This is an optimization exercise on Yosys and OpenROAD, whose aim is small area, not a production implementation.
In this exercise RTL edits were held to simulation tests only and were not proved equivalent to the original.
Power figures rest on the tool's default switching activity, not on a simulated workload.

==> flow/design.v <==
`timescale 1ns/1ps
`default_nettype none
module game_top #(
    parameter logic [5:0] DEADLINE_START = 6'd15,
    parameter int         ITEM_SIZE      = 32
) (
    input  logic        posclk,
    input  logic        rst,
    input  logic        left,
    input  logic        right,
    input  logic        down,
    input  logic        up,
    input  logic        start,
    input  logic [2:0]  diff,
    output logic [10:0] block_x,
    output logic [9:0]  block_y,
    output logic [49:0] layer_top,
    output logic [43:0] item_x,
    output logic [39:0] item_y,
    output logic [3:0]  collected,
    output logic [5:0]  count,
    output logic        reminder1,
    output logic        reminder2,
    output logic        lose,
    output logic        win
);
    function automatic logic [10:0] add11(input logic [10:0] a, input logic [10:0] b,
                                          input logic ci);
        logic       c;
        logic [10:0] s;
        begin
            c = ci;
            for (int i = 0; i < 11; i++) begin
                s[i] = a[i] ^ b[i] ^ c;
                c    = (a[i] & b[i]) | (c & (a[i] ^ b[i]));
            end
            add11 = s;
        end
    endfunction
    function automatic logic [9:0] add10(input logic [9:0] a, input logic [9:0] b);
        logic [10:0] s;
        begin
            s     = add11({1'b0, a}, {1'b0, b}, 1'b0);
            add10 = s[9:0];
        end
    endfunction
    function automatic logic [4:0] add5(input logic [4:0] a, input logic [4:0] b);
        logic       c;
        logic [4:0] s;
        begin
            c = 1'b0;
            for (int i = 0; i < 5; i++) begin
                s[i] = a[i] ^ b[i] ^ c;
                c    = (a[i] & b[i]) | (c & (a[i] ^ b[i]));
            end
            add5 = s;
        end
    endfunction
    logic [10:0] bx;           
    logic [9:0]  by;
    logic [49:0] prev_top;
    logic [2:0]  spd;
    logic [2:0]  speed;
    logic [4:0]  wrap;         
    logic [4:0]  wrap_prev;    
    logic [54:0] gap_e;        
    logic [10:0] nby;
    always_comb begin
        case (diff)
            3'b000:  speed = 3'd1;
            3'b001:  speed = 3'd2;
            3'b010:  speed = 3'd3;
            3'b100:  speed = 3'd4;
            default: speed = 3'd2;
        endcase
    end
    assign nby = ~{1'b0, by};
    always_comb begin
        for (int i = 0; i < 5; i++) begin
            wrap_prev[i] = spd != 3'd0 && prev_top[10*i +: 10] >= 10'd765;
            gap_e[11*i +: 11] = add11({1'b0, prev_top[10*i +: 10]}, nby, 1'b0);
            if (wrap_prev[i])
                layer_top[10*i +: 10] = 10'd10;
            else
                layer_top[10*i +: 10] = add10(prev_top[10*i +: 10], {7'd0, spd});
            wrap[i] = layer_top[10*i +: 10] >= 10'd765;
        end
    end
    always_ff @(posedge posclk) begin
        if (rst) begin
            prev_top <= {10'd830, 10'd660, 10'd500, 10'd320, 10'd150};
            spd      <= 3'd0;
        end else begin
            prev_top <= layer_top;
            spd      <= speed;
        end
    end
    logic [3:0] cnt;
    logic       dec;
    logic       tick;
    logic [4:0] cnt_dec;
    assign cnt_dec   = add5({1'b0, cnt}, {5{tick}});
    assign tick      = (wrap[1] | wrap[3]) & start & (cnt != 4'd0);
    assign count     = {2'b00, cnt};
    assign reminder1 = dec ? cnt <= 4'd9 : cnt <= 4'd10;
    assign reminder2 = dec ? cnt <= 4'd4 : cnt <= 4'd5;
    assign lose      = dec ? cnt == 4'd0 : cnt <= 4'd1;
    always_ff @(posedge posclk) begin
        if (rst) begin
            cnt <= DEADLINE_START[3:0];
            dec <= 1'b0;
        end else begin
            cnt <= cnt_dec[3:0];
            dec <= tick;
        end
    end
    logic [10:0] x_next;
    logic [10:0] x_sum;
    logic [10:0] x_step;
    logic [9:0]  y_next;
    logic [10:0] y_sum;
    logic [9:0]  y_step;
    logic        landed;
    logic        respawn;
    logic [10:0] e;
    logic [4:0]  f5;
    logic [4:0]  land_f;
    logic        land_jump;
    logic        land_last;
    logic [4:0]  jump_ok;
    logic [4:0]  solid;
    assign block_x = bx;
    assign block_y = by;
    always_comb begin
        solid[0] = bx < 11'd300 || bx > 11'd418;
        solid[1] = bx < 11'd900 || bx > 11'd1168;
        solid[2] = bx < 11'd580 || bx > 11'd768;
        solid[3] = solid[0];
        solid[4] = solid[1];
        jump_ok[1] = bx > 11'd295 && bx < 11'd423;
        jump_ok[0] = bx > 11'd895 && bx < 11'd1173;
        jump_ok[3] = bx > 11'd575 && bx < 11'd773;
        jump_ok[2] = jump_ok[0];
        jump_ok[4] = jump_ok[1];
        landed    = 1'b0;
        land_f    = 5'd0;
        land_jump = 1'b0;
        land_last = 1'b0;
        for (int l = 0; l < 5; l++) begin
            e  = gap_e[11*l +: 11];
            f5 = add5(e[4:0], {2'b00, spd});
            if (!landed && !wrap_prev[l] && e >= 11'd22 && e <= 11'd36
                && (f5 >= 5'd26 || f5 <= 5'd4) && solid[l]) begin
                landed    = 1'b1;
                land_f    = f5;
                land_jump = jump_ok[l];
                land_last = (l == 4);
            end
        end
        respawn = by >= 10'd758;
        if (left && !right)
            x_step = 11'h7f7;                  
        else if (right && !left)
            x_step = 11'd9;
        else
            x_step = 11'd0;
        x_sum = add11(bx, x_step, 1'b0);
        if (respawn)
            x_next = 11'd700;
        else if (left && !right && bx < 11'd19)
            x_next = 11'd10;
        else if (right && !left && bx > 11'd1227)
            x_next = 11'd1236;
        else
            x_next = x_sum;
        if (landed && up && land_jump)
            y_step = 10'h338;                  
        else if (landed && up && land_last)
            y_step = 10'h3ba;                  
        else if (landed && up)
            y_step = 10'h39c;                  
        else if (landed)
            y_step = {{5{land_f[4]}}, land_f};    
        else if (down)
            y_step = 10'd16;                   
        else
            y_step = 10'd7;                    
        y_sum = add11({1'b0, by}, {1'b0, y_step}, landed && !up);
        if (landed) begin
            if (up && ((land_jump && by < 10'd210) || (!land_jump && land_last && by < 10'd80)
                       || (!land_jump && !land_last && by < 10'd110)))
                y_next = 10'd10;
            else
                y_next = y_sum[9:0];
        end else if (respawn) begin
            y_next = 10'd10;
        end else if ((down && by == 10'd0) || (!down && by < 10'd10)) begin
            y_next = 10'd17;
        end else begin
            y_next = y_sum[9:0];
        end
    end
    always_ff @(posedge posclk) begin
        if (rst) begin
            bx <= 11'd140;
            by <= 10'd200;
        end else begin
            bx <= x_next;
            by <= y_next;
        end
    end
    logic [3:0]  coll;
    logic [3:0]  snap;
    logic [3:0]  hit;
    logic [3:0]  xwin;
    logic [39:0] ride;
    logic [43:0] item_e;
    logic [10:0] ie;
    logic        yhit;
    assign ride  = {prev_top[19:10], prev_top[49:40], prev_top[29:20], prev_top[9:0]};
    assign item_e = {gap_e[21:11], gap_e[54:44], gap_e[32:22], gap_e[10:0]};
    assign xwin[0] = bx > 11'd68  && bx < 11'd132;
    assign xwin[1] = bx > 11'd868 && bx < 11'd932;
    assign xwin[2] = bx > 11'd118 && bx < 11'd182;
    assign xwin[3] = bx > 11'd568 && bx < 11'd632;
    always_comb begin
        for (int i = 0; i < 4; i++) begin
            if (coll[i])
                item_y[10*i +: 10] = 10'd900;
            else if (snap[i])
                item_y[10*i +: 10] = 10'd10;
            else
                item_y[10*i +: 10] = add10(ride[10*i +: 10], 10'h3d8);    
            ie = item_e[11*i +: 11];
            if (snap[i])
                yhit = by < 10'd42;
            else if (ride[10*i +: 10] >= 10'd40)
                yhit = ie >= 11'd8 && ie <= 11'd70;
            else
                yhit = ie >= 11'd1032 && ie <= 11'd1094;
            hit[i] = !coll[i] && xwin[i] && yhit;
        end
    end
    assign item_x[10:0]  = coll[0] ? 11'd900  : 11'd100;
    assign item_x[21:11] = coll[1] ? 11'd1100 : 11'd900;
    assign item_x[32:22] = coll[2] ? 11'd900  : 11'd150;
    assign item_x[43:33] = coll[3] ? 11'd1100 : 11'd600;
    assign collected = coll;
    assign win = &coll;
    always_ff @(posedge posclk) begin
        for (int i = 0; i < 4; i++) begin
            if (rst) begin
                coll[i] <= 1'b0;
                snap[i] <= 1'b0;
            end else begin
                coll[i] <= coll[i] | hit[i];
                snap[i] <= !snap[i] && (ride[10*i +: 10] < 10'd40 || ride[10*i +: 10] >= 10'd798);
            end
        end
    end
endmodule
`default_nettype wire
export LEC_CHECK = 0
export CAP_MARGIN = 20
export CORE_MARGIN = 2
export CORE_UTILIZATION = 40
export SLEW_MARGIN = 20
create_clock -name core_clock -period 10.0 [get_ports {posclk}]
standard.sh (not shown) runs the stock make flow with config.mk's settings and CLKGATE_MAP_FILE= SYNTH_SCRIPT=/design/flow/synth_recipe.tcl, a recipe that flattens the netlist after the stock synthesis.
==> flow/flow/run.sh <==
#!/bin/bash
# Standard layout, but the port buffers use the smallest buffer cell and the clock
# tree uses clkbuf_8 without dummy loads.
set -euo pipefail
export BUFFER_PORTS_ARGS="-buffer_cell sky130_fd_sc_hd__buf_1"
export CTS_ARGS="-sink_clustering_enable -repair_clock_nets -buf_list sky130_fd_sc_hd__clkbuf_8 -dont_use_dummy_load"
bash standard.sh finish > standard_flow.log 2>&1
The first run went through all stages and came out clean.
Rerun with:
==> flow/flow/run.sh (replaced) <==
#!/bin/bash
# Standard layout, but the port buffers use the smallest buffer cell and the clock
# tree uses small buffers without dummy loads.
set -euo pipefail
export BUFFER_PORTS_ARGS="-buffer_cell sky130_fd_sc_hd__buf_1"
export CTS_ARGS="-sink_clustering_enable -repair_clock_nets -buf_list {sky130_fd_sc_hd__clkbuf_4 sky130_fd_sc_hd__clkbuf_8} -root_buf sky130_fd_sc_hd__clkbuf_8 -dont_use_dummy_load"
bash standard.sh finish > standard_flow.log 2>&1
Result:
- The new run produced a clean layout
- worst setup slack stays the same
- area after synthesis stays the same
- fmax stays the same
- combinational power stays flat
- global-route usage does not change
- worst hold slack stays the same
- utilization does not change
- clock skew is unchanged
- final area does not change
Rerun with:
==> flow/flow/run.sh (replaced) <==
#!/bin/bash
# Standard layout, but the port buffers use the smallest buffer cell.
set -euo pipefail
export BUFFER_PORTS_ARGS="-buffer_cell sky130_fd_sc_hd__buf_1"
bash standard.sh finish > standard_flow.log 2>&1
Settings changed: CTS_BUF_LIST set to sky130_fd_sc_hd__clkbuf_8.
=> Sequential share of layout area is lower by 0.15 points. Routed wire length stays flat. Clock-buffer cell count stays the same. Cell area grows slightly. Combinational power barely changes. Maximum frequency hardly moves. Non-clock buffer count is unchanged. Die area is unchanged. Clock power goes up by a quarter to a third. Final cell count increases slightly.

[port drivers added, routing unchanged]
Ports are ideal in the flow. The routed layouts listed here were re-timed in OpenROAD.
Step 1 sets driving cells, clkbuf_16 on the clock port and buf_2 on the other inputs (assumed; they add their load-dependent delay and slew).
Step 2 adds t to the input delays and takes it off the output delays; t is the mean of the earliest and latest rising clock arrival at the registers after step 1. Input paths then give back, and output paths get back, about the clock's delay inside the block.
Slacks: no drivers / after step 1 / after step 2; pairs: no drivers / after step 1.
run | t (ns) | slack for setup (ns) | worst register clock-pin slew, ns
the first run | 0.418 | 0.547 / 0.547 / 0.547 | 0.10 / 0.10
the second run | 0.418 | 0.547 / 0.547 / 0.547 | 0.10 / 0.10
the third run | 0.431 | 0.556 / 0.556 / 0.556 | 0.10 / 0.10
After both steps setup and hold are still met in every run listed.
